What follows belongs to an exercise in optimizing a design on an open flow for small area; a production flow would make more cautious choices.
At most, simulation tests tie the RTL to the original design; equivalence was not proved.
The RTL of run 3 was laid out without a check of its function.
Power is estimated from default activity; no workload was simulated.

==> flow/design.v <==
`timescale 1ns/1ps
package pe_pkg;
    localparam int DATA_W = 32;
endpackage
`timescale 1ns/1ps
`timescale 1ns/1ps
`timescale 1ns/1ps
`timescale 1ns/1ps
`timescale 1ns/1ps
`timescale 1ns/1ps
module pe_top
(
    input  logic         clk,
    input  logic         rst_n,            
    input  logic [65:0]  instr_i,          
    input  logic         instr_valid_i,
    output logic         instr_ready_o,
    input  logic [33:0]  fwd1_i,           
    input  logic [33:0]  fwd2_i,
    output logic         wb_cyc_o,
    output logic         wb_stb_o,
    output logic         wb_we_o,
    output logic [31:0]  wb_adr_o,
    output logic [31:0]  wb_dat_o,
    output logic [3:0]   wb_sel_o,
    input  logic         wb_ack_i,
    input  logic [31:0]  wb_dat_i,
    output logic [31:0]  result_o,
    output logic [8:0]   tgt1_o,           
    output logic [8:0]   tgt2_o,
    output logic         branch_o,
    output logic         term_o,
    output logic         done_o,
    output logic [5:0]   icount_o
);
    localparam logic [1:0] S_IDLE  = 2'd0;    
    localparam logic [1:0] S_SETUP = 2'd1;    
    localparam logic [1:0] S_EXEC  = 2'd2;    
    localparam logic [1:0] S_POST  = 2'd3;    
    logic [2:0]   i_op;
    logic [3:0]   i_fn;
    logic         i_immab;
    logic [5:0]   i_immlo;
    logic [25:0]  i_immhi;
    logic [9:0]   i_off;
    assign i_op    = instr_i[65:63];
    assign i_fn    = instr_i[62:59];
    assign i_immab = instr_i[58];
    assign i_immlo = instr_i[57:52];
    assign i_immhi = instr_i[51:26];
    assign i_off   = instr_i[25:16];
    logic [31:0]  r1, r2;
    logic [2:0]   op_q;
    logic [3:0]   fn_q;
    logic [15:0]  tg_q;        
    logic [9:0]   off_q;       
    logic [5:0]   icnt;
    logic [4:0]   cnt;         
    logic         c;           
    logic [1:0]   st;
    logic         cyc_q;
    logic         done_q;
    logic         prefix_q;
    logic  idle, accept, i_pre, i_alu, i_sh, i_sll, i_run;
    assign idle   = (st == S_IDLE);
    assign accept = idle && instr_valid_i;
    assign i_pre  = (i_op == 3'b100);
    assign i_alu  = (i_op == 3'b000);
    assign i_sh   = i_alu && (i_fn == 4'd7 || i_fn == 4'd8 || i_fn == 4'd9);
    assign i_sll  = i_alu && (i_fn == 4'd7);
    assign i_run  = (i_alu && !i_sh) || i_op == 3'b001 || i_op == 3'b010;
    logic  f1a, f1b, f2a, f2b;
    logic  aF1, aF2, aIm, bF1, bF2, bIm;
    logic  s1f1, s1f2, s1im, s2f1, s2f2, s2im, s2pre;
    logic [31:0] imm;
    assign f1a = (fwd1_i[33:32] == 2'b10);
    assign f1b = (fwd1_i[33:32] == 2'b11);
    assign f2a = (fwd2_i[33:32] == 2'b10);
    assign f2b = (fwd2_i[33:32] == 2'b11);
    assign aF1 = f1a;
    assign aF2 = !f1a && f2a;
    assign aIm = !f1a && !f2a && !i_immab;
    assign bF1 = f1b;
    assign bF2 = !f1b && f2b;
    assign bIm = !f1b && !f2b && i_immab;
    assign s1f1  = idle && (i_sll ? bF1 : aF1);
    assign s1f2  = idle && (i_sll ? bF2 : aF2);
    assign s1im  = idle && (i_sll ? bIm : aIm);
    assign s2f1  = !i_pre && (i_sll ? aF1 : bF1);
    assign s2f2  = !i_pre && (i_sll ? aF2 : bF2);
    assign s2im  = !i_pre && (i_sll ? aIm : bIm);
    assign s2pre = i_pre;
    assign imm = {(prefix_q ? r2[31:6] : 26'd0), i_immlo};
    logic  q_alu, q_ld, q_st, q_mem, q_term, q_shr, q_sll, q_inv, q_slt;
    assign q_alu  = (op_q == 3'b000);
    assign q_ld   = (op_q == 3'b001);
    assign q_st   = (op_q == 3'b010);
    assign q_mem  = q_ld || q_st;
    assign q_term = (op_q == 3'b101) && (fn_q == 4'd4);
    assign q_sll  = q_alu && (fn_q == 4'd7);
    assign q_shr  = q_alu && (fn_q == 4'd8 || fn_q == 4'd9);
    assign q_inv  = q_alu && (fn_q == 4'd4 || fn_q == 4'd5 || fn_q == 4'd6);
    assign q_slt  = q_alu && (fn_q == 4'd5 || fn_q == 4'd6);
    logic  last, step, a, b, bx, sum, cout, lt, w;
    assign last = (cnt == 5'd31);
    assign step = (st == S_EXEC) && !(q_shr && last);
    assign a    = r1[0];
    assign b    = q_st ? off_q[0] : r2[0];
    assign bx   = b ^ q_inv;
    assign sum  = a ^ bx ^ c;
    assign cout = (a & bx) | (a & c) | (bx & c);
    assign lt   = fn_q[0] ? ((a ^ b) ? a : !c) : !cout;
    always_comb
    begin
        w = 1'b0;
        if (q_mem)
            w = sum;
        else
            case (fn_q)
                4'd0:        w = a | b;
                4'd1:        w = a & b;
                4'd2:        w = a ^ b;
                4'd3, 4'd4:  w = sum;
                4'd7:        w = r2[0];    
                4'd9:        w = r1[31];   
                default:     w = 1'b0;
            endcase
    end
    logic [31:0]  ext;
    logic         sx;
    always_comb
    begin
        sx  = (fn_q == 4'd1) ? wb_dat_i[7] : (fn_q == 4'd2) ? wb_dat_i[15] : 1'b0;
        ext = wb_dat_i;
        case (fn_q)
            4'd1, 4'd4:  ext[31:8]  = {24{sx}};
            4'd2, 4'd5:  ext[31:16] = {16{sx}};
            default:     ;
        endcase
    end
    logic  ld1, post, fin;
    assign post = (st == S_POST);
    assign fin  = post && !cyc_q;
    assign ld1  = accept || (st == S_SETUP && q_sll) || (fin && !(q_alu || q_ld));
    always_ff @(posedge clk)
    begin
        if (ld1)
            r1 <= ({32{s1f1}} & fwd1_i[31:0]) | ({32{s1f2}} & fwd2_i[31:0]) | ({32{s1im}} & imm);
        else if (cyc_q && wb_ack_i)
            r1 <= ext;
        else if (step)
        begin
            r1 <= {w, r1[31:1]};
            if (last && q_slt)
                r1[0] <= lt;
        end
    end
    always_ff @(posedge clk)
    begin
        if (accept)
        begin
            r2 <= ({32{s2f1}} & fwd1_i[31:0]) | ({32{s2f2}} & fwd2_i[31:0]) | ({32{s2im}} & imm);
            if (s2pre)
                r2[31:6] <= i_immhi;
        end
        else if (step)
            r2 <= {r2[0], r2[31:1]};
    end
    always_ff @(posedge clk)
    begin
        if (accept)
        begin
            op_q <= i_op;
            fn_q <= i_fn;
            tg_q <= instr_i[15:0];
        end
    end
    always_ff @(posedge clk)
    begin
        if (accept)
            off_q <= i_off;
        else
            off_q <= {1'b0, off_q[9:1]};
    end
    always_ff @(posedge clk)
    begin
        if (accept)
            c <= i_alu && (i_fn == 4'd4 || i_fn == 4'd5 || i_fn == 4'd6);
        else if (step)
            c <= cout;
    end
    always_ff @(posedge clk)
    begin
        if (accept)
            cnt <= 5'd0;
        else if (st == S_SETUP)
            cnt <= q_sll ? r1[4:0] : ~r2[4:0];
        else
            cnt <= cnt + 5'd1;
    end
    logic  zero, take;
    assign zero = (r1 == 32'd0);
    assign take = q_alu && !tg_q[9] && (tg_q[8] ^ zero);
    always_ff @(posedge clk)
    begin
        if (!rst_n)
        begin
            st       <= S_IDLE;
            cyc_q    <= 1'b0;
            done_q   <= 1'b0;
            prefix_q <= 1'b0;
            icnt     <= 6'd0;
        end
        else
        begin
            done_q <= fin;
            if (accept)
                prefix_q <= i_pre;
            case (st)
                S_IDLE:
                    if (accept)
                    begin
                        if (i_pre)
                            icnt <= icnt + 6'd1;
                        else if (i_sh)
                            st <= S_SETUP;
                        else if (i_run)
                            st <= S_EXEC;
                        else
                            st <= S_POST;
                    end
                S_SETUP: st <= S_EXEC;
                S_EXEC:
                    if (last)
                    begin
                        st    <= S_POST;
                        cyc_q <= q_mem;
                    end
                default:
                    if (cyc_q)
                    begin
                        if (wb_ack_i)
                            cyc_q <= 1'b0;
                    end
                    else
                    begin
                        st <= S_IDLE;
                        if (take)
                            icnt <= tg_q[15:10];
                        else if (!q_term)
                            icnt <= icnt + 6'd1;
                    end
            endcase
        end
    end
    assign instr_ready_o = idle;
    assign wb_cyc_o      = cyc_q;
    assign wb_stb_o      = cyc_q;
    assign wb_we_o       = q_st;
    assign wb_adr_o      = r1;
    assign wb_dat_o      = r2;
    assign wb_sel_o      = (fn_q == 4'd1 || fn_q == 4'd4) ? 4'b0001 :
                           (fn_q == 4'd2 || fn_q == 4'd5) ? 4'b0011 : 4'b1111;
    assign result_o      = r1;
    assign tgt1_o        = {(q_alu || q_ld) && tg_q[9], tg_q[15:8]};
    assign tgt2_o        = {(q_alu || q_ld) && tg_q[1], tg_q[7:0]};
    assign branch_o      = take;
    assign term_o        = q_term;
    assign done_o        = done_q;
    assign icount_o      = icnt;
endmodule
==> flow/run.sh <==
#!/bin/bash
# synth_recipe.tcl (not shown) runs the flow's synth.tcl, then flattens the netlist and writes it again
# the make line also repeats each setting of config.mk as NAME=value (left out here)
make -C /OpenROAD-flow-scripts/flow DESIGN_CONFIG=/design/flow/config.mk WORK_HOME=/design/flow/orfs CLKGATE_MAP_FILE= SYNTH_SCRIPT=/design/flow/synth_recipe.tcl finish
==> flow/config.mk <==
export PLATFORM = sky130hd
export DESIGN_NAME = pe_top
export DESIGN_NICKNAME = pe_top
export VERILOG_FILES = /design/flow/design.v
export SDC_FILE = /design/flow/constraint.sdc
export NUM_CORES = 4
export LEC_CHECK = 0
export CAP_MARGIN = 20
export CORE_MARGIN = 2
export CORE_UTILIZATION = 40
export SLEW_MARGIN = 20
==> flow/constraint.sdc <==
create_clock -name core_clock -period 7.0 [get_ports {clk}]
set_input_delay 1.4000 -clock core_clock [delete_from_list [all_inputs] [get_ports {clk}]]
set_output_delay 1.4000 -clock core_clock [all_outputs]
set_load 0.01 [all_outputs]
==> run notes, run 1 <==
Top Usage Layer GRT=met2; syn nets=974; # IOs=301; critical path launch point type=input port; largest net degree at the start of global routing=50; hold path endpoint=off_q[5]$_DFF_P_; hold depth=2; Finished Core Util=0.6027; leak pwr=0.003831 uW; EDFF count, synth=88; Layout area overhead=46.19%; cts bufs inserted=17; DRT iter0 DRCs=1003; outcome=finished clean; CP Max Fanout=47; M3 GR Usage=0.05885; GP Congestion=0.9687; pwr dens=415.7 nW/um^2; hold_buf cts=0; kind of cell adding the most delay to the critical path=buffers and inverters; worst ir drop on vdd=0.2058 mV; Final Hold Fails=0; Die X=138.0 um; worst skew pair latency=0.42 ns; most common cell after layout, fill and taps aside=clkdlybuf4s50_1; FF+latch count, synth=114; Final Slew Violations=0; Clock Tree Buf Depth=2; Most used DFF post-synth=edfxtp_1; Clock transition at path regs=0.05 ns; RSZ-0062 raised after global routing=false; Worst path slowest cell=nand2_1; sequential power share=0.343; overall global routing resource usage=0.2767; first-pass GRT wire length=38.98 mm; GR Overflow Total=0; synth unique cells=62; H-tree Lvls=4; Initial Util=0.4123; die area=19040 um^2; Worst Path Arrival=4.35 ns; PostCTS Resize Cnt=0; Nets=1204; Yosys Warn Count=1; maximum clock rate=0.2382 GHz; M2 GR Usage=0.4296; worst r2r src=st[1]$_SDFFE_PN0P_; Ant. Diodes=0; Least-Margin Pin Slew=1.075 ns; PortBufs=299; slowest stage delay, CP=0.85 ns; RR Endpoint=r2[14]$_DFFE_PP_; hold_sp=off_q[6]$_DFF_P_; drt pass-1 iters=8; MaxCap Viol Count=0; r2r worst-path depth=8; Clk network pwr share=0.192; DR vias/cell=5.785; Final Setup Violations=0; M1 GR Usage=0.3774; Hold Crit Class=reg2reg; Mapped Avg Cell Area=9.044 um^2; DR WL/cell=21.15 um; Gate Count Post-Synth=794; cell row count=48; WP buf/inv=3; vias=7301; relative slew slack=0.2834; ANT nets after route=0; initial antenna violation count=1; CTS root buffer=clkbuf_16; clock sinks=114; Post-Route Skew=0.01529 ns; Gate power share=0.465; worst path cell trace=clkdlybuf4s50_1 -> nand2_1 -> buf_4 -> inv_2 -> nand2_1 -> a21oi_1 -> a21oi_1; most frequent cells in the layout=299 x clkdlybuf4s50_1, 128 x a21oi_1, 100 x nand2_1; Post-Route Setup TNS=0 ns; WP data required=7.15 ns; Register-to-Register Setup Slack=3.25 ns; CORE AREA=17420 um^2; Die H=138.0 um; min Tclk post-route=4.197 ns; hpwl dp=19.84 mm; Crit Path Category=in2reg; Crit. path cell count=7; TritonCTS clock tree=done; Post-CTS Setup Repair Bufs=0; register area share after synthesis=0.4405; NetSw=1650 uW; crit share post-route=0.5996; ys async rst share=0; WL final=26.69 mm; drc violations=0; share of cells above drive strength 1=0.05111; vias in the first global route=6826; Int Pwr=2713 uW; synthesized area=7181 um^2; Power, Total=4364 uW; Switching Share=0.3782; Crit. End Element=flip-flop
==> sequential cells by signal, indices dropped and copies added (netlist names) <==
signal    flops
c             1
r1           32
cyc_q         1
tg_q         16
cnt           5
prefix_q      1
st            2
r2           32
fn_q          4
off_q        10
op_q          3
icnt          6
done_q        1
==> metal layers <==
metal / up-vias / share of wire
met5: - / 0.00049
li1: 3397 / -
met2: 430 / 0.47
met1: 3425 / 0.41
met3: 47 / 0.096
met4: 2 / 0.030
==> area by class of cell <==
class	count	area (um^2)
multi-input combinational	573	3374
inverter	10	37.54
timing repair buffer	308	3060
tap	225	281.5
clock buffer	29	565.5
sequential	114	3163
clock inverter	3	15.01
fill	1553	6919
==> per-stage QoR <==
stage | std cells | hold WS (ns) | instance area [um^2] | worst slack, ns
6_report | 1262 | 0.4272 | 10500 | 2.803
5_1_grt | 1262 | 0.4478 | 10500 | 2.581
4_1_cts | 1262 | 0.4281 | 10500 | 2.748
3_5_place_dp | 1230 | 0.4142 | 9917 | 2.428
3_3_place_gp | 1230 | 0.4061 | 9916 | 2.473
2_1_floorplan | 794 | 0.3988 | 7181 | 3.466
==> power by group through the flow <==
stage / combinational (uW) / clock, uW / sequential [uW]
final: 2030 / 837 / 1500
after detailed placement: 2020 / 0 / 1500
after global routing: 2220 / 878 / 1540
after global placement: 2000 / 0 / 1490
after floorplan: 1090 / 0 / 1490
after CTS: 2030 / 850 / 1490
==> worst min-delay path, delay by kind of cell, from the launching register on <==
kind	cells	cell delay [ns]
DFF	1	0.31
and+or+nand+nor	2	0.09
==> how the worst max path moves through the flow <==
stage / from / endpoint / slack [ns]
after floorplan: instr_valid_i / r1[10]$_DFFE_PP_ / 3.47
after global placement: instr_valid_i / r2[8]$_DFFE_PP_ / 2.47
after detailed placement: instr_valid_i / r2[31]$_DFFE_PP_ / 2.43
after CTS: r1[7]$_DFFE_PP_ / branch_o / 2.75
after global routing: instr_valid_i / r2[21]$_DFFE_PP_ / 2.58
final: instr_valid_i / r2[14]$_DFFE_PP_ / 2.80
==> synthesized netlist by cell type (4+ instances only) <==
master,instances,area share
o21ai_0,34,0.024
and2_1,5,0.0044
nor4_1,11,0.0096
dfxtp_1,26,0.072
nor3b_1,7,0.0073
mux2i_1,8,0.011
nor2_1,76,0.040
a222oi_1,26,0.036
a211oi_1,5,0.0052
and3_1,12,0.010
buf_4,48,0.050
xnor2_1,5,0.0061
clkbuf_1,30,0.016
ha_1,9,0.016
nor3_1,4,0.0028
o31a_1,6,0.0073
or3_1,28,0.024
a21oi_1,128,0.089
inv_1,10,0.0052
buf_6,8,0.013
nor2b_1,10,0.0087
buf_2,10,0.0070
nand3_1,8,0.0056
a22oi_1,33,0.035
edfxtp_1,88,0.37
a32oi_1,7,0.0085
nand2_1,100,0.052
a221oi_1,6,0.0073
==> cell families after synthesis <==
logic type               synth area share
AO/OA/AOI/OAI                      0.2384
XOR/XNOR                         0.007318
buffers and inverters             0.09113
flip-flops                         0.4405
AND/OR/NAND/NOR                    0.1894
adder cells (fa/ha/maj)           0.01847
other                           0.0005222
multiplexers                      0.01429
==> run 2: changes to the inputs <==
==> flow/flow/run.sh (new file) <==
#!/bin/bash
# Standard layout, with the port buffers made of the smallest buffer cell.
cp standard.sh standard_sh.log
export BUFFER_PORTS_ARGS="-buffer_cell sky130_fd_sc_hd__buf_1"
bash standard.sh > standard.log 2>&1
status=$?
tail -20 standard.log
exit $status
==> flow/standard.sh (new file) <==
#!/bin/bash
# synth_recipe.tcl (not shown) runs the flow's synth.tcl, then flattens the netlist and writes it again
# the make line also repeats each setting of config.mk as NAME=value (left out here)
make -C /OpenROAD-flow-scripts/flow DESIGN_CONFIG=/design/flow/config.mk WORK_HOME=/design/flow/orfs CLKGATE_MAP_FILE= SYNTH_SCRIPT=/design/flow/synth_recipe.tcl "${@:-finish}"
removed: flow/run.sh
==> run notes, run 2 <==
most frequent cells in the layout=299 x buf_1, 128 x a21oi_1, 100 x nand2_1; Post-Route Skew=0.005603 ns (-0.009684 ns); CTS root buffer=clkbuf_16; EDFF count, synth=88 (unchanged); GP Congestion=0.9472 (-2.2%); maximum clock rate=0.2520 GHz (+5.8%); multi-input logic area=3374 um^2 (unchanged); DRT iter0 DRCs=914 (-8.9%); PostCTS Resize Cnt=0 (unchanged); NetSw=1679 uW (+1.7%); worst ir drop on vdd=0.2410 mV (+17%); first-pass GRT wire length=37.93 mm (-2.7%); initial antenna violation count=1 (unchanged); WL final=26.29 mm (-1.5%); relative slew slack=0.2822 (-0.001150); worst path cell trace=buf_1 -> nand2_1 -> buf_4 -> inv_2 -> buf_4 -> nand2_1 -> a21oi_2 -> and2b_1 -> o31a_1; overall global routing resource usage=0.2692 (-0.007529); Worst Path Arrival=4.27 ns (-0.08 ns); syn nets=974 (unchanged); slowest stage delay, CP=0.66 ns (-0.19 ns); Worst path slowest cell=inv_2; worst skew pair latency=0.42 ns (about the same); vias=7326 (+0.34%); dominant cell by count in the synthesized netlist=a21oi_1; Clock Tree Buf Depth=2 (unchanged); MaxCap Viol Count=0 (unchanged); crit share post-route=0.5668 (-0.03282); Least-Margin Pin Slew=1.077 ns (+0.001725 ns); M1 GR Usage=0.3843 (+0.006853); Crit Path Category=in2reg; H-tree Lvls=4 (unchanged); Clk network pwr share=0.224 (+0.032); top flop regs=r1 x32, r2 x32, tg_q x16; Most used DFF post-synth=edfxtp_1; most common cell after layout, fill and taps aside=buf_1; Gate Count Post-Synth=794 (unchanged); post-synth top area share=0.3680 (unchanged); clock sinks=114 (unchanged); synth unique cells=62 (unchanged); TritonCTS clock tree=done; Post-Route Setup TNS=0 ns (unchanged); Crit. End Element=flip-flop; Final Hold Fails=0 (unchanged); Ant. Diodes=0 (unchanged); Die X=138.0 um (unchanged); CORE AREA=17420 um^2 (unchanged); Die H=138.0 um (unchanged); register area share after synthesis=0.4405 (unchanged); Final Setup Violations=0 (unchanged); DR vias/cell=5.800 (+0.26%); outcome=finished clean; DR WL/cell=20.81 um (-1.6%); Nets=1205 (+0.083%); CP Max Fanout=47 (unchanged); synthesized area=7181 um^2 (unchanged); FF/Latch Area=3163 um^2 (unchanged); FILL cells=1737 (+12%); Switching Share=0.4237 (+0.04552); placed instance count=1231 (+0.081%); Layout area overhead=20.46%; min Tclk post-route=3.968 ns (-0.2298 ns); Hold Crit Class=reg2reg; ys async rst share=0 (unchanged); Top Usage Layer GRT=met2; Synth area leader=edfxtp_1; Yosys Warn Count=1 (unchanged); leak pwr=0.003032 uW (-21%); synth cell count leaders=128 x a21oi_1, 100 x nand2_1, 88 x edfxtp_1; Int Pwr=2283 uW (-16%); M3 GR Usage=0.06908 (+0.01023); PortBufs=299 (unchanged); cts bufs inserted=17 (unchanged); drt pass-1 iters=6 (-2); dominant cells by area after synthesis=edfxtp_1 37%, a21oi_1 8.9%, dfxtp_1 7.2%; Initial Util=0.4123 (unchanged); FF+latch count, synth=114 (unchanged); drc violations=0 (unchanged); largest net degree at the start of global routing=50 (unchanged); Layout Cells excl Fill=1263 (+0.079%); RSZ-0062 raised after global routing=false; hold_buf cts=0 (unchanged); GR Overflow Total=0 (unchanged); Final Slew Violations=0 (unchanged); pwr dens=458.0 nW/um^2 (+10%); vias in the first global route=6477 (-5.1%); die area=19040 um^2 (unchanged); Clock transition at path regs=0.05 ns (about the same); Mapped Avg Cell Area=9.044 um^2 (unchanged); Post-CTS Setup Repair Bufs=0 (unchanged); Gate power share=0.398 (-0.067); ANT nets after route=0 (unchanged); share of cells above drive strength 1=0.05684 (+0.005731); hpwl dp=19.05 mm (-4.0%); # IOs=301 (unchanged); M2 GR Usage=0.4024 (-0.02723); cell row count=48 (unchanged); WP data required=7.31 ns (+0.16 ns); sequential power share=0.378 (+0.035); critical path launch point type=input port
## run 2: stage by stage
| step | hold WS (ns) | setup WS [ns] | power [uW] | cell area (um^2) | util |
|---|---|---|---|---|---|
| floorplan | 0.3988 | 3.466 | 2580 | 7181 | - |
| global placement | 0.4055 | 2.665 | 3057 | 8053 | 0.4624 |
| detailed placement | 0.4151 | 2.561 | 3075 | 8053 | 0.4624 |
| CTS | 0.4268 | 2.999 | 3966 | 8648 | 0.4966 |
| global route | 0.4439 | 2.754 | 4220 | 8650 | 0.4966 |
| finish | 0.4206 | 3.032 | 3962 | 8650 | 0.4966 |
## run 2: power groups by stage
stage                     Sequential [uW]  Clock, uW  Combinational, uW
after floorplan                      1490          0               1090
after global placement               1510          0               1550
after detailed placement             1510          0               1570
after CTS                            1500        894               1580
after global routing                 1540        923               1760
final                                1500        886               1580
## run 2: kinds of logic after synthesis
group	count (synthesis)	share of synthesized area
muxes	10	0.01429
buffers and inverters	107	0.09113
adders and majority gates	10	0.01847
AOI/OAI and AO/OA	266	0.2384
DFF	114	0.4405
xor gates and xnor gates	6	0.007318
and+or+nand+nor	280	0.1894
other	1	0.0005222
## run 2: routing by layer
layer  share of wire  vias to the layer above  wire [um]
met5         0.00049                        -         13
met4           0.017                        2        452
met3            0.10                       34       2651
met2            0.45                      432      11910
met1            0.43                     3461      11260
li1                -                     3397          -
## run 2: cell type report
type,instances,share of cell area
clock buffer,21,0.05323
sequential,114,0.3657
multi-input combinational,573,0.3901
clock inverter,11,0.01562
inverter,10,0.004340
timing repair buffer,309,0.1384
tap,225,0.03255
## run 2: final timing paths
check                               to  cells after the start  slack, ns               start
hold reg to reg       off_q[3]$_DFF_P_                      2       0.42    off_q[4]$_DFF_P_
setup / recovery  icnt[0]$_SDFFE_PN0P_                      9       3.03       instr_valid_i
hold / removal        off_q[3]$_DFF_P_                      2       0.42    off_q[4]$_DFF_P_
setup reg to reg  icnt[0]$_SDFFE_PN0P_                     10       3.12  st[1]$_SDFFE_PN0P_
## run 2: critical path: cells and delay by family
family | cells | cell delay [ns]
buffers and inverters | 4 | 1.55
AOI/OAI and AO/OA | 2 | 0.82
and+or+nand+nor | 3 | 0.46
==> run 3: changes to the inputs <==
--- a/flow/design.v
+++ b/flow/design.v
@@ -72,7 +72,6 @@
     logic  f1a, f1b, f2a, f2b;
     logic  aF1, aF2, aIm, bF1, bF2, bIm;
     logic  s1f1, s1f2, s1im, s2f1, s2f2, s2im, s2pre;
-    logic [31:0] imm;
     assign f1a = (fwd1_i[33:32] == 2'b10);
     assign f1b = (fwd1_i[33:32] == 2'b11);
     assign f2a = (fwd2_i[33:32] == 2'b10);
@@ -86,11 +85,10 @@
     assign s1f1  = idle && (i_sll ? bF1 : aF1);
     assign s1f2  = idle && (i_sll ? bF2 : aF2);
     assign s1im  = idle && (i_sll ? bIm : aIm);
-    assign s2f1  = !i_pre && (i_sll ? aF1 : bF1);
-    assign s2f2  = !i_pre && (i_sll ? aF2 : bF2);
-    assign s2im  = !i_pre && (i_sll ? aIm : bIm);
-    assign s2pre = i_pre;
-    assign imm = {(prefix_q ? r2[31:6] : 26'd0), i_immlo};
+    assign s2f1  = idle && !i_pre && (i_sll ? aF1 : bF1);
+    assign s2f2  = idle && !i_pre && (i_sll ? aF2 : bF2);
+    assign s2im  = idle && !i_pre && (i_sll ? aIm : bIm);
+    assign s2pre = idle && i_pre;
     logic  q_alu, q_ld, q_st, q_mem, q_term, q_shr, q_sll, q_inv, q_slt;
     assign q_alu  = (op_q == 3'b000);
     assign q_ld   = (op_q == 3'b001);
@@ -142,29 +140,32 @@
     assign post = (st == S_POST);
     assign fin  = post && !cyc_q;
     assign ld1  = accept || (st == S_SETUP && q_sll) || (fin && !(q_alu || q_ld));
-    always_ff @(posedge clk)
-    begin
-        if (ld1)
-            r1 <= ({32{s1f1}} & fwd1_i[31:0]) | ({32{s1f2}} & fwd2_i[31:0]) | ({32{s1im}} & imm);
-        else if (cyc_q && wb_ack_i)
-            r1 <= ext;
-        else if (step)
-        begin
-            r1 <= {w, r1[31:1]};
-            if (last && q_slt)
-                r1[0] <= lt;
-        end
-    end
-    always_ff @(posedge clk)
-    begin
-        if (accept)
-        begin
-            r2 <= ({32{s2f1}} & fwd1_i[31:0]) | ({32{s2f2}} & fwd2_i[31:0]) | ({32{s2im}} & imm);
-            if (s2pre)
-                r2[31:6] <= i_immhi;
-        end
-        else if (step)
-            r2 <= {r2[0], r2[31:1]};
+    logic         cap, h1, h2, h2hi, s1imh, s2imh;
+    logic [31:0]  sh1, sh2;
+    assign cap   = cyc_q && wb_ack_i;
+    assign h1    = !(ld1 || cap || step);
+    assign h2    = !(accept || step);
+    assign s1imh = s1im && prefix_q;
+    assign s2imh = s2im && prefix_q;
+    assign h2hi  = h2 || s2imh;    
+    assign sh1   = {w, r1[31:2], (last && q_slt) ? lt : r1[1]};
+    assign sh2   = {r2[0], r2[31:1]};
+    always_ff @(posedge clk)
+    begin
+        r1[5:0]  <= ({6{s1f1}} & fwd1_i[5:0]) | ({6{s1f2}} & fwd2_i[5:0]) |
+                    ({6{s1im}} & i_immlo) | ({6{cap}} & ext[5:0]) | ({6{step}} & sh1[5:0]) |
+                    ({6{h1}} & r1[5:0]);
+        r1[31:6] <= ({26{s1f1}} & fwd1_i[31:6]) | ({26{s1f2}} & fwd2_i[31:6]) |
+                    ({26{s1imh}} & r2[31:6]) | ({26{cap}} & ext[31:6]) |
+                    ({26{step}} & sh1[31:6]) | ({26{h1}} & r1[31:6]);
+    end
+    always_ff @(posedge clk)
+    begin
+        r2[5:0]  <= ({6{s2f1}} & fwd1_i[5:0]) | ({6{s2f2}} & fwd2_i[5:0]) |
+                    ({6{s2im}} & i_immlo) | ({6{step}} & sh2[5:0]) | ({6{h2}} & r2[5:0]);
+        r2[31:6] <= ({26{s2f1}} & fwd1_i[31:6]) | ({26{s2f2}} & fwd2_i[31:6]) |
+                    ({26{s2pre}} & i_immhi) | ({26{step}} & sh2[31:6]) |
+                    ({26{h2hi}} & r2[31:6]);
     end
     always_ff @(posedge clk)
     begin
==> flow/flow/run.sh (replaced) <==
#!/bin/bash
# The standard layout (standard.sh) with two changes:
#  - synthesis maps the logic with an area-oriented ABC script (flow/area.abc) in place of
#    ORFS's speed script; everything else in synth_recipe.tcl is kept as it is
#  - the port buffers are the smallest buffer cell, sky130_fd_sc_hd__buf_1
# Each ORFS step keeps its own log under orfs/logs; the make output goes to standard.log.
set -o pipefail
W=$(pwd)
{
  echo 'proc abc {args} {'
  echo '  set i [lsearch -exact $args -script]'
  echo '  if { $i >= 0 } { set args [lreplace $args [expr {$i + 1}] [expr {$i + 1}] $::env(MY_ABC_SCRIPT)] }'
  echo '  yosys abc {*}$args'
  echo '}'
  cat synth_recipe.tcl
} > my_synth.tcl
sed "s#SYNTH_SCRIPT=[^ ]*#SYNTH_SCRIPT=$W/my_synth.tcl#" standard.sh > my_standard.sh
export MY_ABC_SCRIPT=$W/flow/area.abc
export BUFFER_PORTS_ARGS="-buffer_cell sky130_fd_sc_hd__buf_1"
bash my_standard.sh > standard.log 2>&1
status=$?
tail -20 standard.log
exit $status
==> flow/flow/area.abc (new file) <==
&get -n
&st
&dch
&nf -R 1000
&put
--- a/flow/config.mk
+++ b/flow/config.mk
@@ -7,5 +7,7 @@
 export LEC_CHECK = 0
 export CAP_MARGIN = 20
 export CORE_MARGIN = 2
-export CORE_UTILIZATION = 40
+export CORE_UTILIZATION = 65
+export CTS_BUF_LIST = sky130_fd_sc_hd__clkbuf_4 sky130_fd_sc_hd__clkbuf_8
+export PLACE_DENSITY = 0.75
 export SLEW_MARGIN = 20
==> run notes, run 3 <==
outcome=finished clean; PostCTS Resize Cnt=0 (unchanged); multi-input logic area=2922 um^2 (-13%); WL final=20.88 mm (-21%); GR Overflow Total=0 (unchanged); clock sinks=114 (unchanged); Crit Path Category=reg2out; setup slack at placement=2.293 ns (-0.2686 ns); share of cells above drive strength 1=0.04989 (-0.006946); final worst slack=2.437 ns (-0.5953 ns); leak pwr=0.002609 uW (-14%); TritonCTS clock tree=done; kind of cell adding the most delay to the critical path=simple AND/OR/NAND/NOR gates; worst skew pair latency=0.43 ns (about the same); final hold slack=0.4267 ns (+0.006164 ns); CORE AREA=8636 um^2 (-50%); Mapped Avg Cell Area=8.956 um^2 (-0.97%); FF+latch count, synth=114 (unchanged); # IOs=301 (unchanged); Post-Route Skew=0.01597 ns (+0.01036 ns); EDFF count, synth=24 (-73%); synthesized area=5732 um^2 (-20%); CP startpoint=fn_q[0]$_DFFE_PP_; Final Slew Violations=0 (unchanged); hold_sp=off_q[6]$_DFF_P_; GP Congestion=0.9874 (+4.2%); cts bufs inserted=17 (unchanged); MaxCap Viol Count=0 (unchanged); drt pass-1 iters=9 (+3); Ant. Diodes=0 (unchanged); Die X=97.91 um (-29%); vias=7072 (-3.5%); Clock transition at path regs=0.08 ns (+0.03 ns); Post-Route Setup TNS=0 ns (unchanged); worst r2r src=st[1]$_SDFFE_PN0P_; Die H=97.91 um (-29%); Final Setup Violations=0 (unchanged); ANT nets after route=0 (unchanged); Gate Count Post-Synth=640 (-19%); DRT iter0 DRCs=1145 (+25%); worst ir drop on vdd=0.3210 mV (+33%); vias in the first global route=6717 (+3.7%); post-synth top area share=0.3143 (-0.05367); DR vias/cell=6.735 (+16%); crit share post-route=0.6518 (+0.08504); FF/Latch Area=2522 um^2 (-20%); Post-CTS Setup Repair Bufs=0 (unchanged); Final Hold Fails=0 (unchanged); DR WL/cell=19.89 um (-4.4%); FILL cells=588 (-66%); Yosys Warn Count=1 (unchanged); hold_buf cts=0 (unchanged); ys async rst share=0 (unchanged); most frequent cells in the layout=299 x buf_1, 142 x nand2_1, 90 x dfxtp_1; pwr dens=465.1 nW/um^2 (+1.5%); CP Max Fanout=18 (-62%); drc violations=0 (unchanged); most common cell after layout, fill and taps aside=buf_1; dominant cells by area after synthesis=dfxtp_1 31%, edfxtp_1 13%, a222oi_1 12%; syn nets=820 (-16%); Most used DFF post-synth=dfxtp_1; RSZ-0062 raised after global routing=false; top flop regs=r1 x32, r2 x32, tg_q x16; design area=7197 um^2 (-17%); CTS root buffer=clkbuf_8; largest net degree at the start of global routing=65 (+30%); min Tclk post-route=4.563 ns (+0.5953 ns); Initial Util=0.6637 (+0.2514); maximum clock rate=0.2192 GHz (-13%); hpwl dp=14.73 mm (-23%); Synth area leader=dfxtp_1; synth cell count leaders=142 x nand2_1, 90 x dfxtp_1, 69 x a222oi_1; placed cell area=6799 um^2 (-16%); overall global routing resource usage=0.4114 (+0.1422); relative slew slack=0.2433 (-0.03894); PortBufs=299 (unchanged); Crit. End Element=primary output; Least-Margin Pin Slew=1.133 ns (+0.05596 ns); initial antenna violation count=0 (-1); Clock Tree Buf Depth=2 (unchanged); Worst path slowest cell=edfxtp_1; cell row count=34 (-29%); H-tree Lvls=4 (unchanged); die area=9585 um^2 (-50%); register area share after synthesis=0.4401 (about the same); Nets=1109 (-8.0%); dominant cell by count in the synthesized netlist=nand2_1; WP data required=5.60 ns (-1.71 ns); Layout area overhead=25.56%; critical path launch point type=flip-flop; slowest stage delay, CP=0.52 ns (-0.14 ns); WP buf/inv=3 (-1); synth unique cells=39 (-37%); worst path cell trace=or2_0 -> nor2b_1 -> or2_0 -> clkinv_1 -> nand2_1 -> clkinv_1 -> buf_1; Hold Crit Class=reg2reg; Worst Path Arrival=3.16 ns (-1.11 ns); first-pass GRT wire length=32.34 mm (-15%)
[run 3: layout make-up]
class	instances	share of cell area
Clock inverter	15	0.02225
Tap cell	108	0.01878
Timing Repair Buffer	306	0.1632
Multi-Input combinational cell	477	0.4059
Sequential cell	114	0.3505
Inverter	13	0.006780
Clock buffer	17	0.03251
[run 3: kinds of logic after synthesis]
family | count (synthesis) | share of synthesized area
and+or+nand+nor | 246 | 0.1969
adders and majority gates | 10 | 0.02314
DFF | 114 | 0.4401
AOI/OAI and AO/OA | 211 | 0.2694
muxes | 2 | 0.003493
other | 1 | 0.0006543
xor gates and xnor gates | 7 | 0.01070
buffers and inverters | 49 | 0.05567
[run 3: final timing paths]
kind / to / slack, ns / cells after the start
worst max-delay path: wb_sel_o[2] / 2.44 / 7
worst max register to register: r2[6]$_DFF_P_ / 3.24 / 10
worst min-delay path: off_q[5]$_DFF_P_ / 0.43 / 2
worst min register to register: off_q[5]$_DFF_P_ / 0.43 / 2
[run 3: worst register-to-register path, delay by kind of cell (launching register included)]
family,cells,cell delay (ns)
simple gates,4,1.90
buf+inv,4,0.78
fa+ha+maj,1,0.41
flops,1,0.39
compound gates,1,0.23
[run 3: stage by stage]
step / power, uW / utilization / cells
2_1_floorplan: 2225 / - / 640
3_3_place_gp: 2624 / 0.7872 / 1018
3_5_place_dp: 2685 / 0.7873 / 1018
4_1_cts: 3299 / 0.8329 / 1050
5_1_grt: 3527 / 0.8334 / 1050
6_report: 3347 / 0.8334 / 1050
[run 3: where the power goes]
group          internal (uW)  total, uW  leakage, uW  switching, uW
Sequential               973       1300     0.000982            327
Combinational            527       1430      0.00143            907
Clock                    320        614     0.000197            295
Total                   1820       3350      0.00261           1530
[run 3: per-layer routing]
metal / vias up / track usage / share of wire
li1: 3066 / - / -
met1: 3239 / 0.4938 / 0.34
met2: 655 / 0.6839 / 0.49
met3: 112 / 0.09735 / 0.13
met4: 0 / 0.2233 / 0.046
met5: - / 0 / 0
==> run 4: changes to the inputs <==
--- a/flow/design.v
+++ b/flow/design.v
@@ -124,25 +124,21 @@
                 default:     w = 1'b0;
             endcase
     end
-    logic [31:0]  ext;
-    logic         sx;
-    always_comb
-    begin
-        sx  = (fn_q == 4'd1) ? wb_dat_i[7] : (fn_q == 4'd2) ? wb_dat_i[15] : 1'b0;
-        ext = wb_dat_i;
-        case (fn_q)
-            4'd1, 4'd4:  ext[31:8]  = {24{sx}};
-            4'd2, 4'd5:  ext[31:16] = {16{sx}};
-            default:     ;
-        endcase
-    end
+    logic  sx, k1, k2;    
+    assign sx = (fn_q == 4'd1) ? wb_dat_i[7] : (fn_q == 4'd2) ? wb_dat_i[15] : 1'b0;
+    assign k1 = !(fn_q == 4'd1 || fn_q == 4'd4);
+    assign k2 = k1 && !(fn_q == 4'd2 || fn_q == 4'd5);
     logic  ld1, post, fin;
     assign post = (st == S_POST);
     assign fin  = post && !cyc_q;
     assign ld1  = accept || (st == S_SETUP && q_sll) || (fin && !(q_alu || q_ld));
-    logic         cap, h1, h2, h2hi, s1imh, s2imh;
+    logic         cap, ck1, ck2, cf1, cf2, h1, h2, h2hi, s1imh, s2imh;
     logic [31:0]  sh1, sh2;
     assign cap   = cyc_q && wb_ack_i;
+    assign ck1   = cap && k1;
+    assign ck2   = cap && k2;
+    assign cf1   = cap && !k1 && sx;
+    assign cf2   = cap && !k2 && sx;
     assign h1    = !(ld1 || cap || step);
     assign h2    = !(accept || step);
     assign s1imh = s1im && prefix_q;
@@ -152,12 +148,18 @@
     assign sh2   = {r2[0], r2[31:1]};
     always_ff @(posedge clk)
     begin
-        r1[5:0]  <= ({6{s1f1}} & fwd1_i[5:0]) | ({6{s1f2}} & fwd2_i[5:0]) |
-                    ({6{s1im}} & i_immlo) | ({6{cap}} & ext[5:0]) | ({6{step}} & sh1[5:0]) |
-                    ({6{h1}} & r1[5:0]);
-        r1[31:6] <= ({26{s1f1}} & fwd1_i[31:6]) | ({26{s1f2}} & fwd2_i[31:6]) |
-                    ({26{s1imh}} & r2[31:6]) | ({26{cap}} & ext[31:6]) |
-                    ({26{step}} & sh1[31:6]) | ({26{h1}} & r1[31:6]);
+        r1[5:0]   <= ({6{s1f1}} & fwd1_i[5:0]) | ({6{s1f2}} & fwd2_i[5:0]) |
+                     ({6{s1im}} & i_immlo) | ({6{cap}} & wb_dat_i[5:0]) |
+                     ({6{step}} & sh1[5:0]) | ({6{h1}} & r1[5:0]);
+        r1[7:6]   <= ({2{s1f1}} & fwd1_i[7:6]) | ({2{s1f2}} & fwd2_i[7:6]) |
+                     ({2{s1imh}} & r2[7:6]) | ({2{cap}} & wb_dat_i[7:6]) |
+                     ({2{step}} & sh1[7:6]) | ({2{h1}} & r1[7:6]);
+        r1[15:8]  <= ({8{s1f1}} & fwd1_i[15:8]) | ({8{s1f2}} & fwd2_i[15:8]) |
+                     ({8{s1imh}} & r2[15:8]) | ({8{ck1}} & wb_dat_i[15:8]) | {8{cf1}} |
+                     ({8{step}} & sh1[15:8]) | ({8{h1}} & r1[15:8]);
+        r1[31:16] <= ({16{s1f1}} & fwd1_i[31:16]) | ({16{s1f2}} & fwd2_i[31:16]) |
+                     ({16{s1imh}} & r2[31:16]) | ({16{ck2}} & wb_dat_i[31:16]) | {16{cf2}} |
+                     ({16{step}} & sh1[31:16]) | ({16{h1}} & r1[31:16]);
     end
     always_ff @(posedge clk)
     begin
@@ -210,7 +212,6 @@
             cyc_q    <= 1'b0;
             done_q   <= 1'b0;
             prefix_q <= 1'b0;
-            icnt     <= 6'd0;
         end
         else
         begin
@@ -222,7 +223,7 @@
                     if (accept)
                     begin
                         if (i_pre)
-                            icnt <= icnt + 6'd1;
+                            st <= S_IDLE;    
                         else if (i_sh)
                             st <= S_SETUP;
                         else if (i_run)
@@ -246,14 +247,16 @@
                     else
                     begin
                         st <= S_IDLE;
-                        if (take)
-                            icnt <= tg_q[15:10];
-                        else if (!q_term)
-                            icnt <= icnt + 6'd1;
                     end
             endcase
         end
     end
+    logic  ic_ld, ic_inc, ic_hold;
+    assign ic_ld   = rst_n && fin && take;
+    assign ic_inc  = rst_n && ((accept && i_pre) || (fin && !take && !q_term));
+    assign ic_hold = rst_n && !ic_ld && !ic_inc;
+    always_ff @(posedge clk)
+        icnt <= ({6{ic_ld}} & tg_q[15:10]) | ({6{ic_inc}} & (icnt + 6'd1)) | ({6{ic_hold}} & icnt);
     assign instr_ready_o = idle;
     assign wb_cyc_o      = cyc_q;
     assign wb_stb_o      = cyc_q;
--- a/flow/config.mk
+++ b/flow/config.mk
@@ -7,7 +7,7 @@
 export LEC_CHECK = 0
 export CAP_MARGIN = 20
 export CORE_MARGIN = 2
-export CORE_UTILIZATION = 65
+export CORE_UTILIZATION = 55
 export CTS_BUF_LIST = sky130_fd_sc_hd__clkbuf_4 sky130_fd_sc_hd__clkbuf_8
-export PLACE_DENSITY = 0.75
+export PLACE_DENSITY = 0.7
 export SLEW_MARGIN = 20
==> run notes, run 4 <==
outcome=finished clean; register area share after synthesis=0.4484 (+0.008320); die area=11050 um^2 (+15%); DR vias/cell=6.422 (-4.7%); Die X=105.1 um (+7.4%); most common cell after layout, fill and taps aside=buf_1; syn nets=779 (-5.0%); drc violations=0 (unchanged); most frequent cells in the layout=299 x buf_1, 117 x nand2_1, 90 x dfxtp_1; CP Max Fanout=65 (+47); DRT iter0 DRCs=1221 (+6.6%); Gate Count Post-Synth=598 (-6.6%); dominant cell by count in the synthesized netlist=nand2_1; hpwl dp=14.59 mm (-0.94%); pwr dens=457.6 nW/um^2 (-1.6%); worst skew pair latency=0.43 ns (about the same); PostCTS Resize Cnt=0 (unchanged); Ant. Diodes=0 (unchanged); GR Overflow Total=0 (unchanged); Final Hold Fails=0 (unchanged); Post-Route Skew=0.01186 ns (-0.004108 ns); CTS root buffer=clkbuf_8; Crit. End Element=flip-flop; leak pwr=0.002608 uW (about the same); vias=6627 (-6.3%); maximum clock rate=0.2464 GHz (+12%); share of cells above drive strength 1=0.05117 (+0.001274); Crit Path Category=reg2reg; TritonCTS clock tree=done; Hold Crit Class=reg2reg; largest net degree at the start of global routing=66 (+1.5%); Least-Margin Pin Slew=1.111 ns (-0.02143 ns); Final Setup Violations=0 (unchanged); Synth area leader=dfxtp_1; H-tree Lvls=4 (unchanged); synth cell count leaders=118 x nand2_1, 90 x dfxtp_1, 72 x a222oi_1; synth unique cells=42 (+7.7%); cts bufs inserted=17 (unchanged); post-synth top area share=0.3203 (+0.005943); FF+latch count, synth=114 (unchanged); min Tclk post-route=4.059 ns (-0.5041 ns); WL final=21.09 mm (+1.0%); Most used DFF post-synth=dfxtp_1; Clock Tree Buf Depth=2 (unchanged); clock sinks=114 (unchanged); Finished Core Util=0.7277 (-0.1057); Mapped Avg Cell Area=9.407 um^2 (+5.0%); critical path launch point type=flip-flop; drt pass-1 iters=14 (+5); Layout area overhead=27.60%; relative slew slack=0.2576 (+0.01427); ANT nets after route=0 (unchanged); ys async rst share=0 (unchanged); Nets=1067 (-3.8%); worst ir drop on vdd=0.2489 mV (-22%); Initial Util=0.5703 (-0.09345); Die H=105.1 um (+7.4%); crit share post-route=0.5798 (-0.07201); GP Congestion=0.9190 (-6.9%); RSZ-0062 raised after global routing=false; cell row count=36 (+5.9%); Yosys Warn Count=1 (unchanged); dominant cells by area after synthesis=dfxtp_1 32%, a222oi_1 13%, edfxtp_1 13%; overall global routing resource usage=0.3677 (-0.04377); CORE AREA=9864 um^2 (+14%); first-pass GRT wire length=32.07 mm (-0.83%); Clock transition at path regs=0.07 ns (about the same); hold_buf cts=0 (unchanged); DR WL/cell=20.44 um (+2.8%); EDFF count, synth=24 (unchanged); top flop regs=r1 x32, r2 x32, tg_q x16; vias in the first global route=6296 (-6.3%); PortBufs=299 (unchanged); # IOs=301 (unchanged); initial antenna violation count=0 (unchanged); synthesized area=5625 um^2 (-1.9%); MaxCap Viol Count=0 (unchanged); Final Slew Violations=0 (unchanged); Post-Route Setup TNS=0 ns (unchanged); Post-CTS Setup Repair Bufs=0 (unchanged); Worst Path Arrival=4.41 ns (+1.25 ns); WP data required=7.35 ns (+1.75 ns)
[run 4: cell types whose count changed after synthesis, sizes merged, moves of 7 or more]
cell and delta:
a21oi -14, a221oi +16, a22oi +11, nand2 -24
nand3 +18, nand4 -8, nor2 +7, o21ai -35
[run 4: path summary, 6_finish.rpt]
path,startpoint,end,slack (ns),depth (start not counted)
worst max register to register,cnt[0]$_SDFF_PP0_,r1[14]$_DFF_P_,2.94,11
worst min-delay path,off_q[5]$_DFF_P_,off_q[4]$_DFF_P_,0.43,2
worst max-delay path,cnt[0]$_SDFF_PP0_,r1[14]$_DFF_P_,2.94,11
worst min register to register,off_q[5]$_DFF_P_,off_q[4]$_DFF_P_,0.43,2
[run 4: layout make-up]
type | instances | area (um^2)
Inverter | 11 | 41.29
Multi-Input combinational cell | 436 | 2840
Fill cell | 820 | 2686
Timing Repair Buffer | 306 | 1175
Sequential cell | 114 | 2522
Clock inverter | 13 | 183.9
Clock buffer | 19 | 249.0
Tap cell | 133 | 166.4
[run 4: metrics by stage]
stage	cell area [um^2]	instances	hold slack (ns)	setup WS, ns	total power, uW
floorplan	5625	598	0.3988	2.321	2133
global placement	6743	1000	0.4026	2.675	2539
detailed placement	6743	1000	0.4158	2.435	2579
CTS	7176	1032	0.4326	2.882	3253
global route	7178	1032	0.4466	2.697	3464
finish	7178	1032	0.4299	2.941	3285
[run 4: layer usage]
layer / wire (um) / track usage / share of wire
met4: 735 / 0.1514 / 0.035
met2: 9939 / 0.5988 / 0.47
met5: 0 / 0 / 0
met3: 2385 / 0.09669 / 0.11
met1: 8032 / 0.4625 / 0.38
[run 4: logic make-up (layout without fill, tap and decap cells)]
group	after synthesis	after routing	share of synthesized area
adders and majority gates	11	11	0.02580
muxes	2	2	0.003559
other	1	1	0.0006666
and+or+nand+nor	227	227	0.1833
AOI/OAI and AO/OA	190	190	0.2738
buffers and inverters	48	349	0.05672
DFF	114	114	0.4484
xor gates and xnor gates	5	5	0.007786
[run 4: critical path, stage by stage, from the launching register on]
cell,delay (ns)
dfxtp_1,0.37
ha_1,0.19
and3_1,0.18
ha_1,0.20
clkinv_1,0.12
o41a_2,0.47
buf_4,0.35
nor2_1,0.61
nand3_1,0.25
a21oi_4,0.85
a222oi_1,0.21
nand4_1,0.16
[run 4: report_power, final]
| part | leakage [uW] | internal, uW | switching [uW] |
|---|---|---|---|
| clock network | 0.000209 | 396 | 279 |
| logic | 0.00142 | 502 | 826 |
| registers | 0.000980 | 961 | 321 |
| total | 0.00261 | 1860 | 1430 |
==> run 5: changes to the inputs <==
--- a/flow/config.mk
+++ b/flow/config.mk
@@ -8,6 +8,6 @@
 export CAP_MARGIN = 20
 export CORE_MARGIN = 2
 export CORE_UTILIZATION = 55
-export CTS_BUF_LIST = sky130_fd_sc_hd__clkbuf_4 sky130_fd_sc_hd__clkbuf_8
+export CTS_BUF_LIST = sky130_fd_sc_hd__clkbuf_4
 export PLACE_DENSITY = 0.7
 export SLEW_MARGIN = 20
==> run notes, run 5 <==
outcome=finished clean; Final Slew Violations=0 (unchanged); CP Max Fanout=65 (unchanged); maximum clock rate=0.2457 GHz (-0.28%); CORE AREA=9864 um^2 (unchanged); Post-Route Skew=0.02494 ns (+0.01308 ns); post-synth top area share=0.3203 (unchanged); Die X=105.1 um (unchanged); worst skew pair latency=0.52 ns (+0.09 ns); die area=11050 um^2 (unchanged); pwr dens=446.0 nW/um^2 (-2.5%); worst ir drop on vdd=0.2552 mV (+2.5%); synth unique cells=42 (unchanged); synth cell count leaders=118 x nand2_1, 90 x dfxtp_1, 72 x a222oi_1; Finished Core Util=0.7169 (-0.01078); MaxCap Viol Count=0 (unchanged); TritonCTS clock tree=done; Post-Route Setup TNS=0 ns (unchanged); CTS root buffer=clkbuf_4; DR WL/cell=20.20 um (-1.2%); # IOs=301 (unchanged); dominant cells by area after synthesis=dfxtp_1 32%, a222oi_1 13%, edfxtp_1 13%; initial antenna violation count=0 (unchanged); multi-input logic area=2840 um^2 (unchanged); most common cell after layout, fill and taps aside=buf_1; hpwl dp=14.59 mm (unchanged); top flop regs=r1 x32, r2 x32, tg_q x16; PostCTS Resize Cnt=0 (unchanged); syn nets=779 (unchanged); Post-CTS Setup Repair Bufs=0 (unchanged); Die H=105.1 um (unchanged); Least-Margin Pin Slew=1.053 ns (-0.05780 ns); DR vias/cell=6.480 (+0.91%); FILL cells=835 (+1.8%); DRT iter0 DRCs=1395 (+14%); FF/Latch Area=2522 um^2 (unchanged); Worst Path Arrival=4.51 ns (+0.10 ns); H-tree Lvls=4 (unchanged); drc violations=0 (unchanged); ys async rst share=0 (unchanged); WP data required=7.44 ns (+0.09 ns); RSZ-0062 raised after global routing=false; share of cells above drive strength 1=0.05117 (unchanged); Final Hold Fails=0 (unchanged); Hold Crit Class=reg2reg; min Tclk post-route=4.070 ns (+0.01145 ns); PortBufs=299 (unchanged); Yosys Warn Count=1 (unchanged); Layout area overhead=25.71%; synthesized area=5625 um^2 (unchanged); most frequent cells in the layout=299 x buf_1, 117 x nand2_1, 90 x dfxtp_1; EDFF count, synth=24 (unchanged); Most used DFF post-synth=dfxtp_1; largest net degree at the start of global routing=66 (unchanged); Clock Tree Buf Depth=2 (unchanged); dominant cell by count in the synthesized netlist=nand2_1; crit share post-route=0.5815 (+0.001636); clock sinks=114 (unchanged); Final Setup Violations=0 (unchanged); Clock transition at path regs=0.11 ns (+0.04 ns); hold_buf cts=0 (unchanged); Ant. Diodes=0 (unchanged); register area share after synthesis=0.4484 (unchanged); vias=6687 (+0.91%); vias in the first global route=6231 (-1.0%); critical path launch point type=flip-flop; Synth area leader=dfxtp_1; overall global routing resource usage=0.3648 (-0.002829); first-pass GRT wire length=31.93 mm (-0.43%); Initial Util=0.5703 (unchanged); cell row count=36 (unchanged); FF+latch count, synth=114 (unchanged); Crit. End Element=flip-flop; leak pwr=0.002564 uW (-1.7%); GP Congestion=0.9190 (unchanged); drt pass-1 iters=10 (-4); Nets=1067 (unchanged); ANT nets after route=0 (unchanged); Crit Path Category=reg2reg; Mapped Avg Cell Area=9.407 um^2 (unchanged); Gate Count Post-Synth=598 (unchanged); GR Overflow Total=0 (unchanged); cts bufs inserted=17 (unchanged); WL final=20.85 mm (-1.2%); relative slew slack=0.2962 (+0.03862)
==> run 5: path summary, 6_finish.rpt <==
check	startpoint	cells past startpoint	to	slack, ns
worst max-delay path	cnt[0]$_SDFF_PP0_	11	r1[14]$_DFF_P_	2.93
worst min-delay path	off_q[5]$_DFF_P_	2	off_q[4]$_DFF_P_	0.43
worst max register to register	cnt[0]$_SDFF_PP0_	11	r1[14]$_DFF_P_	2.93
worst min register to register	off_q[5]$_DFF_P_	2	off_q[4]$_DFF_P_	0.43
==> run 5: area by class of cell <==
class | instances | share of cell area
Clock buffer | 19 | 0.02017
Timing Repair Buffer | 306 | 0.1661
Clock inverter | 13 | 0.02601
Multi-Input combinational cell | 436 | 0.4016
Tap cell | 133 | 0.02353
Sequential cell | 114 | 0.3567
Inverter | 11 | 0.005839
==> run 5: report_power, final <==
| part | total [uW] | internal (uW) | leakage, uW | switching [uW] |
|---|---|---|---|---|
| Sequential | 1280 | 959 | 0.000980 | 318 |
| Combinational | 1330 | 501 | 0.00142 | 824 |
| Clock | 552 | 292 | 0.000165 | 260 |
| Total | 3150 | 1750 | 0.00256 | 1400 |
==> run 5: kinds of logic after synthesis <==
logic type / synth area share
AO/OA/AOI/OAI: 0.2738
other: 0.0006666
multiplexers: 0.003559
flip-flops: 0.4484
AND/OR/NAND/NOR: 0.1833
buffers and inverters: 0.05672
adder cells (fa/ha/maj): 0.02580
XOR/XNOR: 0.007786
==> run 5: layer usage <==
layer  track usage  part of all wire
met5             0                 0
met4        0.1371             0.034
met3       0.09545              0.11
met2        0.5988              0.47
met1        0.4607              0.38
==> run 5: critical path, stage by stage (launching register included) <==
cell	delay [ns]
dfxtp_1	0.38
ha_1	0.19
and3_1	0.18
ha_1	0.20
clkinv_1	0.12
o41a_2	0.47
buf_4	0.35
nor2_1	0.63
nand3_1	0.25
a21oi_4	0.84
a222oi_1	0.21
nand4_1	0.16
==> run 5: through the flow <==
step | area (um^2) | cells | hold WS (ns) | power, uW | setup slack [ns]
floorplan | 5625 | 598 | 0.3988 | 2133 | 2.321
global placement | 6743 | 1000 | 0.4026 | 2539 | 2.675
detailed placement | 6743 | 1000 | 0.4158 | 2579 | 2.435
CTS | 7069 | 1032 | 0.4383 | 3128 | 2.998
global route | 7072 | 1032 | 0.4526 | 3339 | 2.676
finish | 7072 | 1032 | 0.4341 | 3154 | 2.930
==> run 6: changes to the inputs <==
--- a/flow/flow/run.sh
+++ b/flow/flow/run.sh
@@ -1,8 +1,9 @@
 #!/bin/bash
-# The standard layout (standard.sh) with two changes:
+# The standard layout (standard.sh) with these changes:
 #  - synthesis maps the logic with an area-oriented ABC script (flow/area.abc) in place of
 #    ORFS's speed script; everything else in synth_recipe.tcl is kept as it is
 #  - the port buffers are the smallest buffer cell, sky130_fd_sc_hd__buf_1
+#  - clock tree synthesis gets its arguments from CTS_ARGS: small clock buffers, no dummy loads
 # Each ORFS step keeps its own log under orfs/logs; the make output goes to standard.log.
 set -o pipefail
 W=$(pwd)
@@ -17,6 +18,7 @@
 sed "s#SYNTH_SCRIPT=[^ ]*#SYNTH_SCRIPT=$W/my_synth.tcl#" standard.sh > my_standard.sh
 export MY_ABC_SCRIPT=$W/flow/area.abc
 export BUFFER_PORTS_ARGS="-buffer_cell sky130_fd_sc_hd__buf_1"
+export CTS_ARGS="-sink_clustering_enable -repair_clock_nets -buf_list {sky130_fd_sc_hd__clkbuf_4 sky130_fd_sc_hd__clkbuf_8} -dont_use_dummy_load"
 bash my_standard.sh > standard.log 2>&1
 status=$?
 tail -20 standard.log
--- a/flow/config.mk
+++ b/flow/config.mk
@@ -7,7 +7,5 @@
 export LEC_CHECK = 0
 export CAP_MARGIN = 20
 export CORE_MARGIN = 2
-export CORE_UTILIZATION = 55
-export CTS_BUF_LIST = sky130_fd_sc_hd__clkbuf_4
-export PLACE_DENSITY = 0.7
+export CORE_UTILIZATION = 50
 export SLEW_MARGIN = 20
==> run notes, run 6 <==
ANT nets after route=0 (unchanged); RR Endpoint=r1[10]$_DFF_P_; most common cell after layout, fill and taps aside=buf_1; post-synth top area share=0.3203 (unchanged); CP startpoint=cnt[0]$_SDFF_PP0_; vias=6545 (-2.1%); EDFF count, synth=24 (unchanged); H-tree Lvls=4 (unchanged); final hold slack=0.4169 ns (-0.01715 ns); Crit. path cell count=11 (unchanged); Die X=110.1 um (+4.7%); WP buf/inv=2 (unchanged); clock sinks=114 (unchanged); Post-Route Skew=0.02591 ns (+0.0009747 ns); cts bufs inserted=17 (unchanged); synth cell count leaders=118 x nand2_1, 90 x dfxtp_1, 72 x a222oi_1; PortBufs=299 (unchanged); worst path cell trace=ha_1 -> and3_1 -> ha_1 -> clkinv_1 -> o41a_2 -> buf_4 -> nor2_1 -> nand3_1 -> a21oi_4 -> a222oi_1 -> nand4_1; Mapped Avg Cell Area=9.407 um^2 (unchanged); FILL cells=1063 (+27%); Layout area overhead=24.44%; top flop regs=r1 x32, r2 x32, tg_q x16; Hold Crit Class=reg2reg; CP Max Fanout=65 (unchanged); WP data required=7.34 ns (-0.10 ns); leak pwr=0.002527 uW (-1.4%); Worst Path Arrival=4.39 ns (-0.12 ns); critical path launch point type=flip-flop; design area=7000 um^2 (-1.0%); MaxCap Viol Count=0 (unchanged); Crit. End Element=flip-flop; Nets=1068 (+0.094%); syn nets=779 (unchanged); Most used DFF post-synth=dfxtp_1; Finished Core Util=0.6430 (-0.07394); placed instance count=1007 (+0.70%); DR vias/cell=6.385 (-1.5%); # IOs=301 (unchanged); Gate Count Post-Synth=598 (unchanged); Layout Cells excl Fill=1025 (-0.68%); WL final=21.65 mm (+3.8%); crit share post-route=0.5782 (-0.003231); TritonCTS clock tree=done; outcome=finished clean; die area=12120 um^2 (+9.6%); Register-to-Register Setup Slack=2.95 ns (+0.02 ns); Setup crit end=r1[10]$_DFF_P_; hpwl dp=15.20 mm (+4.2%); pwr dens=435.5 nW/um^2 (-2.4%); worst skew pair latency=0.43 ns (-0.09 ns); Clock transition at path regs=0.06 ns (-0.05 ns); drt pass-1 iters=9 (-1); kind of cell adding the most delay to the critical path=compound AO/OA/AOI/OAI gates; Initial Util=0.5167 (-0.05361); hold_sp=off_q[2]$_DFF_P_; worst ir drop on vdd=0.2342 mV (-8.2%); Clock Tree Buf Depth=2 (unchanged); Post-Route Setup TNS=0 ns (unchanged); Final Hold Fails=0 (unchanged); overall global routing resource usage=0.3451 (-0.01970); min Tclk post-route=4.048 ns (-0.02262 ns); dominant cells by area after synthesis=dfxtp_1 32%, a222oi_1 13%, edfxtp_1 13%; synthesized area=5625 um^2 (unchanged); initial antenna violation count=0 (unchanged); ys async rst share=0 (unchanged); GP Congestion=0.9307 (+1.3%); synth unique cells=42 (unchanged); DR WL/cell=21.12 um (+4.5%); Die H=110.1 um (+4.7%); GR Overflow Total=0 (unchanged); register area share after synthesis=0.4484 (unchanged); relative slew slack=0.2473 (-0.04885); Post-CTS Setup Repair Bufs=0 (unchanged); hold_buf cts=0 (unchanged); DRT iter0 DRCs=1178 (-16%); Worst path slowest cell=a21oi_4; worst r2r src=cnt[0]$_SDFF_PP0_; maximum clock rate=0.2471 GHz (+0.56%); Ant. Diodes=0 (unchanged); share of cells above drive strength 1=0.03503 (-0.01614); most frequent cells in the layout=299 x buf_1, 118 x nand2_1, 90 x dfxtp_1; Final Setup Violations=0 (unchanged); RSZ-0062 raised after global routing=false; CTS root buffer=clkbuf_8; Synth area leader=dfxtp_1; CP most frequent cell=ha_1; slowest stage delay, CP=0.82 ns (-0.02 ns); placed cell area=6751 um^2 (+0.13%); cell row count=38 (+5.6%); Yosys Warn Count=1 (unchanged); r2r worst-path depth=11 (unchanged); CORE AREA=10890 um^2 (+10%); FF+latch count, synth=114 (unchanged); drc violations=0 (unchanged); Final Slew Violations=0 (unchanged); dominant cell by count in the synthesized netlist=nand2_1; largest net degree at the start of global routing=66 (unchanged); first-pass GRT wire length=31.88 mm (-0.17%); PostCTS Resize Cnt=0 (unchanged); Crit Path Category=reg2reg; Least-Margin Pin Slew=1.126 ns (+0.07312 ns); vias in the first global route=6104 (-2.0%)
-- run 6: worst register-to-register path: cells and delay by family, from the launching register on --
family / cells / cell delay, ns
buffers and inverters: 2 / 0.47
AOI/OAI and AO/OA: 3 / 1.53
adders and majority gates: 2 / 0.40
DFF: 1 / 0.36
and+or+nand+nor: 4 / 1.21
-- run 6: per-layer routing --
| metal | part of all wire | vias to the layer above | track usage |
|---|---|---|---|
| met2 | 0.48 | 462 | 0.5592 |
| met1 | 0.37 | 3065 | 0.4194 |
| met4 | 0.033 | 0 | 0.1637 |
| met3 | 0.12 | 58 | 0.1035 |
| met5 | 0 | - | 0 |
| li1 | - | 2960 | - |
-- run 6: cells by family after synthesis --
group	synth area share
other	0.0006666
AOI/OAI and AO/OA	0.2738
DFF	0.4484
muxes	0.003559
and+or+nand+nor	0.1833
buffers and inverters	0.05672
xor gates and xnor gates	0.007786
adders and majority gates	0.02580
-- run 6: worst min-delay path by stage --
stage                                  end  cells past startpoint  slack [ns]
final                     off_q[1]$_DFF_P_                      2        0.42
after global routing      off_q[2]$_DFF_P_                      2        0.44
after CTS                 off_q[1]$_DFF_P_                      2        0.42
after detailed placement  off_q[1]$_DFF_P_                      2        0.41
after global placement    off_q[2]$_DFF_P_                      2        0.41
after floorplan           off_q[0]$_DFF_P_                      2        0.40
-- run 6: where the power goes --
part	leakage [uW]	internal, uW	switching [uW]
combinational	0.00142	510	818
sequential	0.000980	962	325
clock	0.000122	213	221
-- run 6: area by class of cell --
class,instances,area [um^2],area share
sequential,114,2522,0.3603
clock buffer,17,234.0,0.03342
timing repair buffer,307,1190,0.1700
inverter,11,41.29,0.005898
tap,140,175.2,0.02502
multi-input combinational,436,2838,0.4054
-- run 6: metrics by stage --
stage	setup slack (ns)	total power [uW]
3_3_place_gp	2.611	2547
4_1_cts	2.944	3021
3_5_place_dp	2.526	2589
5_1_grt	2.721	3252
2_1_floorplan	2.321	2133
6_report	2.952	3048

port drivers added, routing unchanged:
The flow's constraints put no driver on any port. The routed layouts listed below were extracted and timed again, unchanged, in two steps. Step 1 (the two cells are an assumption about what drives the block):
set clk [get_ports {clk}]
set_driving_cell -lib_cell sky130_fd_sc_hd__clkbuf_16 $clk
set_driving_cell -lib_cell sky130_fd_sc_hd__buf_2 [delete_from_list [all_inputs] $clk]
Step 2, shift: input delay + t, output delay - t, t = (earliest + latest rising clock arrival at the registers) / 2. This alone moves slack from input paths to output paths. a / b / c = ideal ports / drivers / drivers and shift; a / b = the first two.
run | t (ns) | slack for setup (ns) | hold WS [ns] | clock arrival spread, ns
run 1 | 0.451 | 2.803 / 2.762 / 2.366 | 0.427 / 0.427 / 0.427 | 0.015 / 0.015
run 2 | 0.464 | 3.032 / 3.056 / 2.592 | 0.421 / 0.421 / 0.421 | 0.006 / 0.006
run 3 | 0.451 | 2.437 / 2.407 / 2.035 | 0.427 / 0.427 / 0.427 | 0.017 / 0.016
run 4 | 0.459 | 2.941 / 2.941 / 2.709 | 0.430 / 0.430 / 0.430 | 0.012 / 0.012
run 5 | 0.538 | 2.930 / 2.930 / 2.687 | 0.434 / 0.434 / 0.434 | 0.025 / 0.025
run 6 | 0.448 | 2.952 / 2.952 / 2.603 | 0.417 / 0.417 / 0.417 | 0.026 / 0.026
After both steps setup and hold are still met in every run listed. The setup slack of run 2, which loses most, moves by +0.024 ns with the drivers and by -0.440 ns with both steps.
